Context: an optimization exercise on an open-source flow, tuned for small area and a short achievable clock period. The choices shown serve that exercise and are no tape-out recipe.
Where RTL was checked, it was by simulation tests only, not by an equivalence proof against the original.
Power and IR drop assume default switching activity.

==> inputs of job 6396 <==
// gshare_predictor
module gshare_predictor #(
    parameter int unsigned HIST_W = bp_pkg::HIST_W_DEF,
    parameter int unsigned PC_W   = bp_pkg::PC_W_DEF
) (
    input  logic              clk,
    input  logic              rst_n,
    input  logic              Pred_Valid,
    input  logic [PC_W-1:0]   Pred_PC,
    output logic              Pred_Taken,
    output logic [HIST_W-1:0] Pred_Index,
    input  logic              Upd_Valid,
    input  logic [HIST_W-1:0] Upd_Index,
    input  logic              Upd_Taken,
    input  logic              Upd_Mispredict,
    output logic [15:0]       Mispred_Count
);
    localparam int unsigned DEPTH = 2 ** HIST_W;
    logic [HIST_W-1:0] spec_hist;
    logic [HIST_W-1:0] arch_hist;
    logic [DEPTH-1:0]  dir;
    logic [DEPTH-1:0]  sat;
    logic              flush;
    pht_read u_read (
        .pc    (Pred_PC[HIST_W+1:2]),
        .h     (spec_hist),
        .dir   (dir),
        .idx   (Pred_Index),
        .taken (Pred_Taken)
    );
    logic [15:0] r, r_n, ra, ra_n, rb_n, c, c_n;
    logic [DEPTH-1:0] dir_next;
    logic [DEPTH-1:0] sat_next;
    always_comb begin
        for (int k = 0; k < 16; k++) begin
            r[k]    = Upd_Valid && (Upd_Index[7:4] == 4'(k));
            r_n[k]  = !r[k];
            ra[k]   = r[k] && Upd_Taken;
            ra_n[k] = !ra[k];
  ...
==> module sat_counter, before the edit <==
module sat_counter (
    input  logic [255:0] dir,
    input  logic [255:0] sat,
    input  logic [15:0]  r,
    input  logic [15:0]  r_n,
    input  logic [15:0]  ra,
    input  logic [15:0]  ra_n,
    input  logic [15:0]  rb_n,
    input  logic [15:0]  c,
    input  logic [15:0]  c_n,
    output logic [255:0] dir_next,
    output logic [255:0] sat_next
);
    for (genvar i = 0; i < 256; i++) begin : g_cnt
        localparam int R = i / 16;
        localparam int C = i % 16;
        logic hold_n, agree_n, idle_n;
        assign hold_n      = ~((sat[i] | r_n[R] | c_n[C]) & dir[i]);
        assign dir_next[i] = ~((sat[i] | c_n[C] | ra_n[R]) & hold_n);
        assign agree_n     = ~((~dir[i] & ~ra[R]) | (dir[i] & rb_n[R]));
        assign idle_n      = ~((r[R] & c[C]) | sat[i]);
        assign sat_next[i] = ~((agree_n & c[C]) | idle_n);
    end
endmodule
==> module gshare_predictor, before the edit <==
module gshare_predictor #(
    parameter int unsigned HIST_W = bp_pkg::HIST_W_DEF,
    parameter int unsigned PC_W   = bp_pkg::PC_W_DEF
) (
    input  logic              clk,
    input  logic              rst_n,
    input  logic              Pred_Valid,
    input  logic [PC_W-1:0]   Pred_PC,
    output logic              Pred_Taken,
    output logic [HIST_W-1:0] Pred_Index,
    input  logic              Upd_Valid,
    input  logic [HIST_W-1:0] Upd_Index,
    input  logic              Upd_Taken,
    input  logic              Upd_Mispredict,
    output logic [15:0]       Mispred_Count
);
    localparam int unsigned DEPTH = 2 ** HIST_W;
    logic [HIST_W-1:0] spec_hist;
    logic [HIST_W-1:0] arch_hist;
    logic [DEPTH-1:0]  dir;
    logic [DEPTH-1:0]  sat;
    logic              flush;
    pht_read u_read (
        .pc    (Pred_PC[HIST_W+1:2]),
        .h     (spec_hist),
        .dir   (dir),
        .idx   (Pred_Index),
        .taken (Pred_Taken)
    );
    logic [15:0] r, r_n, ra, ra_n, rb_n, c, c_n;
    logic [DEPTH-1:0] dir_next;
    logic [DEPTH-1:0] sat_next;
    always_comb begin
        for (int k = 0; k < 16; k++) begin
            r[k]    = Upd_Valid && (Upd_Index[7:4] == 4'(k));
            r_n[k]  = !r[k];
            ra[k]   = r[k] && Upd_Taken;
            ra_n[k] = !ra[k];
            rb_n[k] = !(r[k] && !Upd_Taken);
            c[k]    = (Upd_Index[3:0] == 4'(k));
            c_n[k]  = !c[k];
        end
    end
    sat_counter u_upd (
        .dir      (dir),
        .sat      (sat),
        .r        (r),
        .r_n      (r_n),
        .ra       (ra),
        .ra_n     (ra_n),
        .rb_n     (rb_n),
        .c        (c),
        .c_n      (c_n),
        .dir_next (dir_next),
        .sat_next (sat_next)
    );
    always_ff @(posedge clk or negedge rst_n) begin
        if (!rst_n) begin
            dir <= '0;
            sat <= '0;
        end else begin
            dir <= dir_next;
            sat <= sat_next;
        end
    end
    assign flush = Upd_Valid && Upd_Mispredict;
    always_ff @(posedge clk or negedge rst_n) begin
        if (!rst_n) begin
            spec_hist <= '0;
            arch_hist <= '0;
        end else begin
            if (Upd_Valid) begin
                arch_hist <= {arch_hist[HIST_W-2:0], Upd_Taken};
            end
            if (flush) begin
                spec_hist <= {arch_hist[HIST_W-2:0], Upd_Taken};
            end else if (Pred_Valid) begin
                spec_hist <= {spec_hist[HIST_W-2:0], Pred_Taken};
            end
        end
    end
    always_ff @(posedge clk or negedge rst_n) begin
        if (!rst_n) begin
            Mispred_Count <= '0;
        end else if (flush && (Mispred_Count != 16'hFFFF)) begin
            Mispred_Count <= Mispred_Count + 16'd1;
        end
    end
endmodule
==> flow/config.mk <==
export PLATFORM = sky130hd
export DESIGN_NAME = gshare_predictor
export DESIGN_NICKNAME = gshare_predictor
export VERILOG_FILES = /design/flow/design.v
export SDC_FILE = /design/flow/constraint.sdc
export NUM_CORES = 4
export LEC_CHECK = 0
export CAP_MARGIN = 20
export CORE_MARGIN = 2
export CORE_UTILIZATION = 60
export CTS_BUF_LIST = sky130_fd_sc_hd__clkbuf_8
export CTS_CLUSTER_DIAMETER = 70
export CTS_CLUSTER_SIZE = 16
export SETUP_SLACK_MARGIN = 3.0
export SLEW_MARGIN = 20
==> flow/constraint.sdc <==
create_clock -name core_clock -period 7.5 [get_ports {clk}]
set_input_delay 1.5000 -clock core_clock [delete_from_list [all_inputs] [get_ports {clk}]]
set_output_delay 1.5000 -clock core_clock [all_outputs]
set_load 0.01 [all_outputs]
standard.sh (not shown) runs the stock make flow with config.mk's settings and CLKGATE_MAP_FILE= SYNTH_SCRIPT=/design/flow/synth_recipe.tcl, a recipe that flattens the netlist after the stock synthesis.
==> flow/flow/run.sh <==
#!/bin/bash
# Layout with a hand-mapped PHT read path and PHT next-state logic:
#  1. the standard synthesis, with modules pht_read and sat_counter left
#     as black boxes;
#  2. the black boxes filled with flow/pht_read.v (sky130 cells, generated by
#     gen/gen_read.py) and the output of flow/gen_upd.py (sky130 cells), and
#     the netlist flattened as the standard synthesis does;
#  3. the standard layout of that netlist, with buf_2 port buffers
#     and no CTS dummy loads.
set -euo pipefail
W=$PWD
LIB=$FLOW_HOME/platforms/$FLOW_PLATFORM/lib/sky130_fd_sc_hd__tt_025C_1v80.lib
YOSYS=$FLOW_HOME/../tools/install/yosys/bin/yosys
[[ -x $YOSYS ]] || YOSYS=$(command -v yosys)

SYNTH_BLACKBOXES="pht_read sat_counter" bash standard.sh "$W/orfs/results/$FLOW_PLATFORM/gshare_predictor/base/1_2_yosys.v" > synth.log 2>&1
cp orfs/results/$FLOW_PLATFORM/gshare_predictor/base/1_2_yosys.v synth_bb.v
python3 flow/gen_upd.py $W/sat_counter_map.v

cat > link.ys <<EOT
read_liberty -lib $LIB
read_verilog $W/synth_bb.v
read_verilog $W/flow/pht_read.v
read_verilog $W/sat_counter_map.v
hierarchy -check -top $FLOW_TOP
flatten
opt_clean -purge
check -assert
stat
write_verilog -noattr -nohex -nodec $W/linked.v
EOT
$YOSYS -s link.ys > link.log 2>&1

rm -rf orfs
export BUFFER_PORTS_ARGS="-buffer_cell sky130_fd_sc_hd__buf_2"
export CTS_ARGS="-sink_clustering_enable -repair_clock_nets -sink_clustering_size 16 -sink_clustering_max_diameter 70 -buf_list sky130_fd_sc_hd__clkbuf_8 -dont_use_dummy_load"
SYNTH_NETLIST_FILES=$W/linked.v bash standard.sh > standard.log 2>&1
==> flow/flow/gen_upd.py <==
#!/usr/bin/env python3
"""Writes module sat_counter (the PHT next-state logic of rtl/sat_counter.sv)
mapped by hand to sky130_fd_sc_hd cells, five per counter, to the file named
by its argument. flow/run.sh runs it (as flow/gen_upd.py) during the layout."""
import sys

L = []
n = [0]


def cell(typ, **pins):
    n[0] += 1
    conns = ", ".join(f".{p}({s})" for p, s in pins.items())
    L.append(f"  sky130_fd_sc_hd__{typ} u{n[0]} ({conns});")


for i in range(256):
    r, c = i // 16, i % 16
    d, s = f"dir[{i}]", f"sat[{i}]"
    L.append(f"  wire hold_n_{i}, agree_n_{i}, idle_n_{i};")
    cell("o31ai_1", A1=s, A2=f"r_n[{r}]", A3=f"c_n[{c}]", B1=d, Y=f"hold_n_{i}")
    cell("o31ai_1", A1=s, A2=f"c_n[{c}]", A3=f"ra_n[{r}]", B1=f"hold_n_{i}", Y=f"dir_next[{i}]")
    cell("a2bb2oi_1", A1_N=d, A2_N=f"ra[{r}]", B1=d, B2=f"rb_n[{r}]", Y=f"agree_n_{i}")
    cell("a21oi_1", A1=f"r[{r}]", A2=f"c[{c}]", B1=s, Y=f"idle_n_{i}")
    cell("a21oi_1", A1=f"agree_n_{i}", A2=f"c[{c}]", B1=f"idle_n_{i}", Y=f"sat_next[{i}]")

hdr = """// Generated by gen/gen_upd.py: the PHT next-state logic (rtl sat_counter)
// mapped by hand to sky130_fd_sc_hd cells.
module sat_counter (
  input  [255:0] dir,
  input  [255:0] sat,
  input  [15:0]  r,
  input  [15:0]  r_n,
  input  [15:0]  ra,
  input  [15:0]  ra_n,
  input  [15:0]  rb_n,
  input  [15:0]  c,
  input  [15:0]  c_n,
  output [255:0] dir_next,
  output [255:0] sat_next
);
"""
with open(sys.argv[1], "w") as f:
    f.write(hdr + "\n".join(L) + "\nendmodule\n")
Other scripts of this flow, unchanged in this note and not shown: flow/flow/pht_read.v
==> job 4189: changes against job 6396 <==
--- a/flow/design.v
+++ b/flow/design.v
@@ -11,25 +11,19 @@
 endpackage
 module sat_counter (
-    input  logic [255:0] dir,
-    input  logic [255:0] sat,
-    input  logic [15:0]  r,
-    input  logic [15:0]  r_n,
-    input  logic [15:0]  ra,
-    input  logic [15:0]  ra_n,
-    input  logic [15:0]  rb_n,
-    input  logic [15:0]  c,
-    input  logic [15:0]  c_n,
-    output logic [255:0] dir_next,
-    output logic [255:0] sat_next
+    input  logic clk,
+    input  logic rst_n,
+    input  logic en,
+    input  logic inc,
+    output logic dir,
+    output logic sat
 );
-    for (genvar i = 0; i < 256; i++) begin : g_cnt
-        localparam int R = i / 16;
-        localparam int C = i % 16;
-        logic hold_n, agree_n, idle_n;
-        assign hold_n      = ~((sat[i] | r_n[R] | c_n[C]) & dir[i]);
-        assign dir_next[i] = ~((sat[i] | c_n[C] | ra_n[R]) & hold_n);
-        assign agree_n     = ~((~dir[i] & ~ra[R]) | (dir[i] & rb_n[R]));
-        assign idle_n      = ~((r[R] & c[C]) | sat[i]);
-        assign sat_next[i] = ~((agree_n & c[C]) | idle_n);
+    always_ff @(posedge clk or negedge rst_n) begin
+        if (!rst_n) begin
+            dir    <= 1'b0;
+            sat <= 1'b0;
+        end else if (en) begin
+            if (!sat) dir <= inc;
+            sat <= (dir == inc);
+        end
     end
 endmodule
@@ -63,39 +57,13 @@
         .taken (Pred_Taken)
     );
-    logic [15:0] r, r_n, ra, ra_n, rb_n, c, c_n;
-    logic [DEPTH-1:0] dir_next;
-    logic [DEPTH-1:0] sat_next;
-    always_comb begin
-        for (int k = 0; k < 16; k++) begin
-            r[k]    = Upd_Valid && (Upd_Index[7:4] == 4'(k));
-            r_n[k]  = !r[k];
-            ra[k]   = r[k] && Upd_Taken;
-            ra_n[k] = !ra[k];
-            rb_n[k] = !(r[k] && !Upd_Taken);
-            c[k]    = (Upd_Index[3:0] == 4'(k));
-            c_n[k]  = !c[k];
-        end
-    end
-    sat_counter u_upd (
-        .dir      (dir),
-        .sat      (sat),
-        .r        (r),
-        .r_n      (r_n),
-        .ra       (ra),
-        .ra_n     (ra_n),
-        .rb_n     (rb_n),
-        .c        (c),
-        .c_n      (c_n),
-        .dir_next (dir_next),
-        .sat_next (sat_next)
-    );
-    always_ff @(posedge clk or negedge rst_n) begin
-        if (!rst_n) begin
-            dir <= '0;
-            sat <= '0;
-        end else begin
-            dir <= dir_next;
-            sat <= sat_next;
-        end
+    for (genvar i = 0; i < DEPTH; i++) begin : g_pht
+        sat_counter u_cnt (
+            .clk    (clk),
+            .rst_n  (rst_n),
+            .en     (Upd_Valid && (Upd_Index == HIST_W'(i))),
+            .inc    (Upd_Taken),
+            .dir    (dir[i]),
+            .sat (sat[i])
+        );
     end
     assign flush = Upd_Valid && Upd_Mispredict;
==> flow/flow/run.sh (replaced) <==
#!/bin/bash
# Layout with a hand-mapped PHT read path:
#  1. the standard synthesis, with module pht_read left as a black box;
#  2. the black box filled with flow/pht_read.v (sky130 cells, generated by
#     gen/gen_read.py) and the netlist flattened as the standard synthesis does;
#  3. the standard layout of that netlist, with buf_2 port buffers
#     and no CTS dummy loads.
set -euo pipefail
W=$PWD
LIB=$FLOW_HOME/platforms/$FLOW_PLATFORM/lib/sky130_fd_sc_hd__tt_025C_1v80.lib
YOSYS=$FLOW_HOME/../tools/install/yosys/bin/yosys
[[ -x $YOSYS ]] || YOSYS=$(command -v yosys)

SYNTH_BLACKBOXES=pht_read bash standard.sh "$W/orfs/results/$FLOW_PLATFORM/gshare_predictor/base/1_2_yosys.v" > synth.log 2>&1
cp orfs/results/$FLOW_PLATFORM/gshare_predictor/base/1_2_yosys.v synth_bb.v

cat > link.ys <<EOT
read_liberty -lib $LIB
read_verilog $W/synth_bb.v
read_verilog $W/flow/pht_read.v
hierarchy -check -top $FLOW_TOP
flatten
opt_clean -purge
check -assert
stat
write_verilog -noattr -nohex -nodec $W/linked.v
EOT
$YOSYS -s link.ys > link.log 2>&1

rm -rf orfs
export BUFFER_PORTS_ARGS="-buffer_cell sky130_fd_sc_hd__buf_2"
export CTS_ARGS="-sink_clustering_enable -repair_clock_nets -sink_clustering_size 16 -sink_clustering_max_diameter 70 -buf_list sky130_fd_sc_hd__clkbuf_8 -dont_use_dummy_load"
SYNTH_NETLIST_FILES=$W/linked.v bash standard.sh > standard.log 2>&1
--- a/flow/config.mk
+++ b/flow/config.mk
@@ -8,8 +8,9 @@
 export CAP_MARGIN = 20
 export CORE_MARGIN = 2
-export CORE_UTILIZATION = 60
+export CORE_UTILIZATION = 70
 export CTS_BUF_LIST = sky130_fd_sc_hd__clkbuf_8
 export CTS_CLUSTER_DIAMETER = 70
 export CTS_CLUSTER_SIZE = 16
-export SETUP_SLACK_MARGIN = 3.0
+export PLACE_DENSITY = 0.74
+export SETUP_SLACK_MARGIN = 4.0
 export SLEW_MARGIN = 20
removed: flow/flow/gen_upd.py
==> job 2509: changes against job 6396 <==
--- a/flow/design.v
+++ b/flow/design.v
@@ -13,10 +13,8 @@
     input  logic [255:0] dir,
     input  logic [255:0] sat,
-    input  logic [15:0]  r,
     input  logic [15:0]  r_n,
     input  logic [15:0]  ra,
     input  logic [15:0]  ra_n,
     input  logic [15:0]  rb_n,
-    input  logic [15:0]  c,
     input  logic [15:0]  c_n,
     output logic [255:0] dir_next,
@@ -26,10 +24,10 @@
         localparam int R = i / 16;
         localparam int C = i % 16;
-        logic hold_n, agree_n, idle_n;
+        logic hold_n, differ_n, keep_n;
         assign hold_n      = ~((sat[i] | r_n[R] | c_n[C]) & dir[i]);
         assign dir_next[i] = ~((sat[i] | c_n[C] | ra_n[R]) & hold_n);
-        assign agree_n     = ~((~dir[i] & ~ra[R]) | (dir[i] & rb_n[R]));
-        assign idle_n      = ~((r[R] & c[C]) | sat[i]);
-        assign sat_next[i] = ~((agree_n & c[C]) | idle_n);
+        assign differ_n    = ~((~dir[i] & ~rb_n[R]) | (dir[i] & ra[R]));
+        assign keep_n      = ~((r_n[R] | c_n[C]) & sat[i]);
+        assign sat_next[i] = ~((differ_n | c_n[C]) & keep_n);
     end
 endmodule
@@ -63,16 +61,14 @@
         .taken (Pred_Taken)
     );
-    logic [15:0] r, r_n, ra, ra_n, rb_n, c, c_n;
+    logic [15:0] r_n, ra, ra_n, rb_n, c_n;
     logic [DEPTH-1:0] dir_next;
     logic [DEPTH-1:0] sat_next;
     always_comb begin
         for (int k = 0; k < 16; k++) begin
-            r[k]    = Upd_Valid && (Upd_Index[7:4] == 4'(k));
-            r_n[k]  = !r[k];
-            ra[k]   = r[k] && Upd_Taken;
+            r_n[k]  = !(Upd_Valid && (Upd_Index[7:4] == 4'(k)));
+            ra[k]   = !r_n[k] && Upd_Taken;
             ra_n[k] = !ra[k];
-            rb_n[k] = !(r[k] && !Upd_Taken);
-            c[k]    = (Upd_Index[3:0] == 4'(k));
-            c_n[k]  = !c[k];
+            rb_n[k] = !(!r_n[k] && !Upd_Taken);
+            c_n[k]  = (Upd_Index[3:0] != 4'(k));
         end
     end
@@ -80,10 +76,8 @@
         .dir      (dir),
         .sat      (sat),
-        .r        (r),
         .r_n      (r_n),
         .ra       (ra),
         .ra_n     (ra_n),
         .rb_n     (rb_n),
-        .c        (c),
         .c_n      (c_n),
         .dir_next (dir_next),
--- a/flow/flow/run.sh
+++ b/flow/flow/run.sh
@@ -34,4 +34,4 @@
 rm -rf orfs
 export BUFFER_PORTS_ARGS="-buffer_cell sky130_fd_sc_hd__buf_2"
-export CTS_ARGS="-sink_clustering_enable -repair_clock_nets -sink_clustering_size 16 -sink_clustering_max_diameter 70 -buf_list sky130_fd_sc_hd__clkbuf_8 -dont_use_dummy_load"
+export CTS_ARGS="-sink_clustering_enable -repair_clock_nets -sink_clustering_size 24 -sink_clustering_max_diameter 80 -buf_list sky130_fd_sc_hd__clkbuf_16 -dont_use_dummy_load"
 SYNTH_NETLIST_FILES=$W/linked.v bash standard.sh > standard.log 2>&1
--- a/flow/flow/gen_upd.py
+++ b/flow/flow/gen_upd.py
@@ -18,10 +18,10 @@
     r, c = i // 16, i % 16
     d, s = f"dir[{i}]", f"sat[{i}]"
-    L.append(f"  wire hold_n_{i}, agree_n_{i}, idle_n_{i};")
+    L.append(f"  wire hold_n_{i}, differ_n_{i}, keep_n_{i};")
     cell("o31ai_1", A1=s, A2=f"r_n[{r}]", A3=f"c_n[{c}]", B1=d, Y=f"hold_n_{i}")
     cell("o31ai_1", A1=s, A2=f"c_n[{c}]", A3=f"ra_n[{r}]", B1=f"hold_n_{i}", Y=f"dir_next[{i}]")
-    cell("a2bb2oi_1", A1_N=d, A2_N=f"ra[{r}]", B1=d, B2=f"rb_n[{r}]", Y=f"agree_n_{i}")
-    cell("a21oi_1", A1=f"r[{r}]", A2=f"c[{c}]", B1=s, Y=f"idle_n_{i}")
-    cell("a21oi_1", A1=f"agree_n_{i}", A2=f"c[{c}]", B1=f"idle_n_{i}", Y=f"sat_next[{i}]")
+    cell("a2bb2oi_1", A1_N=d, A2_N=f"rb_n[{r}]", B1=d, B2=f"ra[{r}]", Y=f"differ_n_{i}")
+    cell("o21ai_0", A1=f"r_n[{r}]", A2=f"c_n[{c}]", B1=s, Y=f"keep_n_{i}")
+    cell("o21ai_0", A1=f"differ_n_{i}", A2=f"c_n[{c}]", B1=f"keep_n_{i}", Y=f"sat_next[{i}]")
 
 hdr = """// Generated by gen/gen_upd.py: the PHT next-state logic (rtl sat_counter)
@@ -30,10 +30,8 @@
   input  [255:0] dir,
   input  [255:0] sat,
-  input  [15:0]  r,
   input  [15:0]  r_n,
   input  [15:0]  ra,
   input  [15:0]  ra_n,
   input  [15:0]  rb_n,
-  input  [15:0]  c,
   input  [15:0]  c_n,
   output [255:0] dir_next,
--- a/flow/config.mk
+++ b/flow/config.mk
@@ -8,8 +8,9 @@
 export CAP_MARGIN = 20
 export CORE_MARGIN = 2
-export CORE_UTILIZATION = 60
-export CTS_BUF_LIST = sky130_fd_sc_hd__clkbuf_8
-export CTS_CLUSTER_DIAMETER = 70
-export CTS_CLUSTER_SIZE = 16
+export CORE_UTILIZATION = 70
+export CTS_BUF_LIST = sky130_fd_sc_hd__clkbuf_16
+export CTS_CLUSTER_DIAMETER = 80
+export CTS_CLUSTER_SIZE = 24
+export PLACE_DENSITY = 0.74
 export SETUP_SLACK_MARGIN = 3.0
 export SLEW_MARGIN = 20
==> job 2215: changes against job 6396 <==
--- a/flow/config.mk
+++ b/flow/config.mk
@@ -8,8 +8,9 @@
 export CAP_MARGIN = 20
 export CORE_MARGIN = 2
-export CORE_UTILIZATION = 60
+export CORE_UTILIZATION = 70
 export CTS_BUF_LIST = sky130_fd_sc_hd__clkbuf_8
 export CTS_CLUSTER_DIAMETER = 70
 export CTS_CLUSTER_SIZE = 16
+export PLACE_DENSITY = 0.74
 export SETUP_SLACK_MARGIN = 3.0
 export SLEW_MARGIN = 20
==> notes <==
Worst hold slack, lowest first: job 2509, job 6396, job 2215, job 4189. Of job 6396 and job 2215, job 6396 has the higher register-to-register slack (gap 0.09 ns). Sequential share of layout area: job 4189 < job 6396 < job 2509 < job 2215. Power: job 6396 > job 2215 > job 2509 > job 4189. Between job 2215 and job 4189, the lower area after synthesis is in job 2215 (gap 6.0%, measured against job 4189). Clock skew, highest first: job 4189, job 6396, job 2509, job 2215. The highest via count belongs to job 2215, the lowest to job 4189. Of job 2509 and job 6396, job 6396 has the higher critical path depth (gap 1). Combinational power: job 4189 is lower than job 6396 (about 10%). Non-clock buffer count, lowest first: job 4189, job 2509, job 2215, job 6396. Job 2215 went through all stages and came out clean. Job 2509 finished clean. Job 4189 passed the timing, design-rule and antenna checks. Job 6396 completed with no timing, DRC or antenna violations. Routed wire length: job 4189 < job 2509 < job 2215 < job 6396.
==> figures <==
metric                                                                       job 6396            job 2509                       job 4189            job 2215
Met3 usage in global routing                                                   0.0913              0.0982                         0.0419               0.126
Number of CTS-inserted buffers                                                     41                  28                             40                  40
Total length of routed wires                                                 91400 µm            79700 µm                       62600 µm            87700 µm
Number of levels the H-tree was split into                                          2                   1                              2                   2
Fraction of final layout cells sized beyond drive strength 1                    0.127               0.116                          0.225               0.123
Number of nets in the synthesized netlist                                        2356                2344                           2503                2356
Count of standard-cell rows                                                        75                  69                             72                  69
Final period util                                                               0.692               0.669                          0.667               0.678
Terminating pin of the worst hold path                             dir[167]$_DFF_PN0_  dir[247]$_DFF_PN0_  Mispred_Count[15]$_DFFE_PN0P_  dir[185]$_DFF_PN0_
Number of global-route vias before repair                                       21700               21700                          18900               22700
Final cell count without fillers                                                 3021                2895                           2899                2928
Routed met2 length                                                           40300 µm            35300 µm                       30000 µm            38300 µm
Clock transition at the registers of the reported paths                       0.10 ns             0.09 ns                        0.09 ns             0.10 ns
Post-route clock skew                                                       0.0384 ns           0.0343 ns                      0.0471 ns           0.0272 ns
Result of the run                                    no timing/DRC/antenna violations  no timing/DRC/antenna violations  no timing/DRC/antenna violations  no timing/DRC/antenna violations
Final core utilization                                                          0.678               0.793                          0.753               0.787
Seq. pwr                                                                    0.00338 W           0.00329 W                      0.00326 W           0.00338 W
Number of antenna violations at the first check in global routing                   3                   2                              2                   3
Amount of wire on met3 after detailed routing                                10900 µm            10100 µm                        3290 µm            11600 µm
Fraction of power consumed by combinational cells                               0.186               0.166                          0.173               0.183
Pin count of the biggest net entering global routing                              182                 157                            202                 184
Count of non-CTS inverters in the layout                                           44                  28                              1                  44
Critical Path Start                                                        Pred_PC[2]          Pred_PC[4]                     Pred_PC[5]          Pred_PC[3]
Only the layout flow was run in job 6396 and job 2215; the RTL was not checked for function there.

[what the ideal ports hide]
The results above use ideal ports. As a check the final layouts listed here were re-extracted and re-timed, cells and wires unchanged.
Step 1: set_driving_cell puts a clkbuf_16 on clk and a buf_2 on each other input, an assumption about the parent block.
Step 2 also shifts input and output timing later by t, the mid clock arrival at the registers, as if the neighbouring blocks saw the same clock.
Slacks: ideal ports / drivers / drivers and shift; pairs: ideal ports / drivers.
| run | shift t [ns] | slack for setup (ns) | worst setup path after step 2 | worst slew at a driven data input, ns |
|---|---|---|---|---|
| job 6396 | 0.682 | 2.308 / 2.284 / 2.284 | input to output | 0.09 |
| job 4189 | 0.680 | 2.500 / 2.456 / 2.456 | input to output | 0.08 |
| job 2509 | 0.656 | 2.483 / 2.449 / 2.449 | input to output | 0.09 |
| job 2215 | 0.710 | 2.414 / 2.364 / 2.364 | input to output | 0.08 |
After both steps every run listed still meets setup and hold. For job 2215, which loses most, drivers alone change the setup slack by -0.050 ns; drivers and shift together by -0.050 ns.
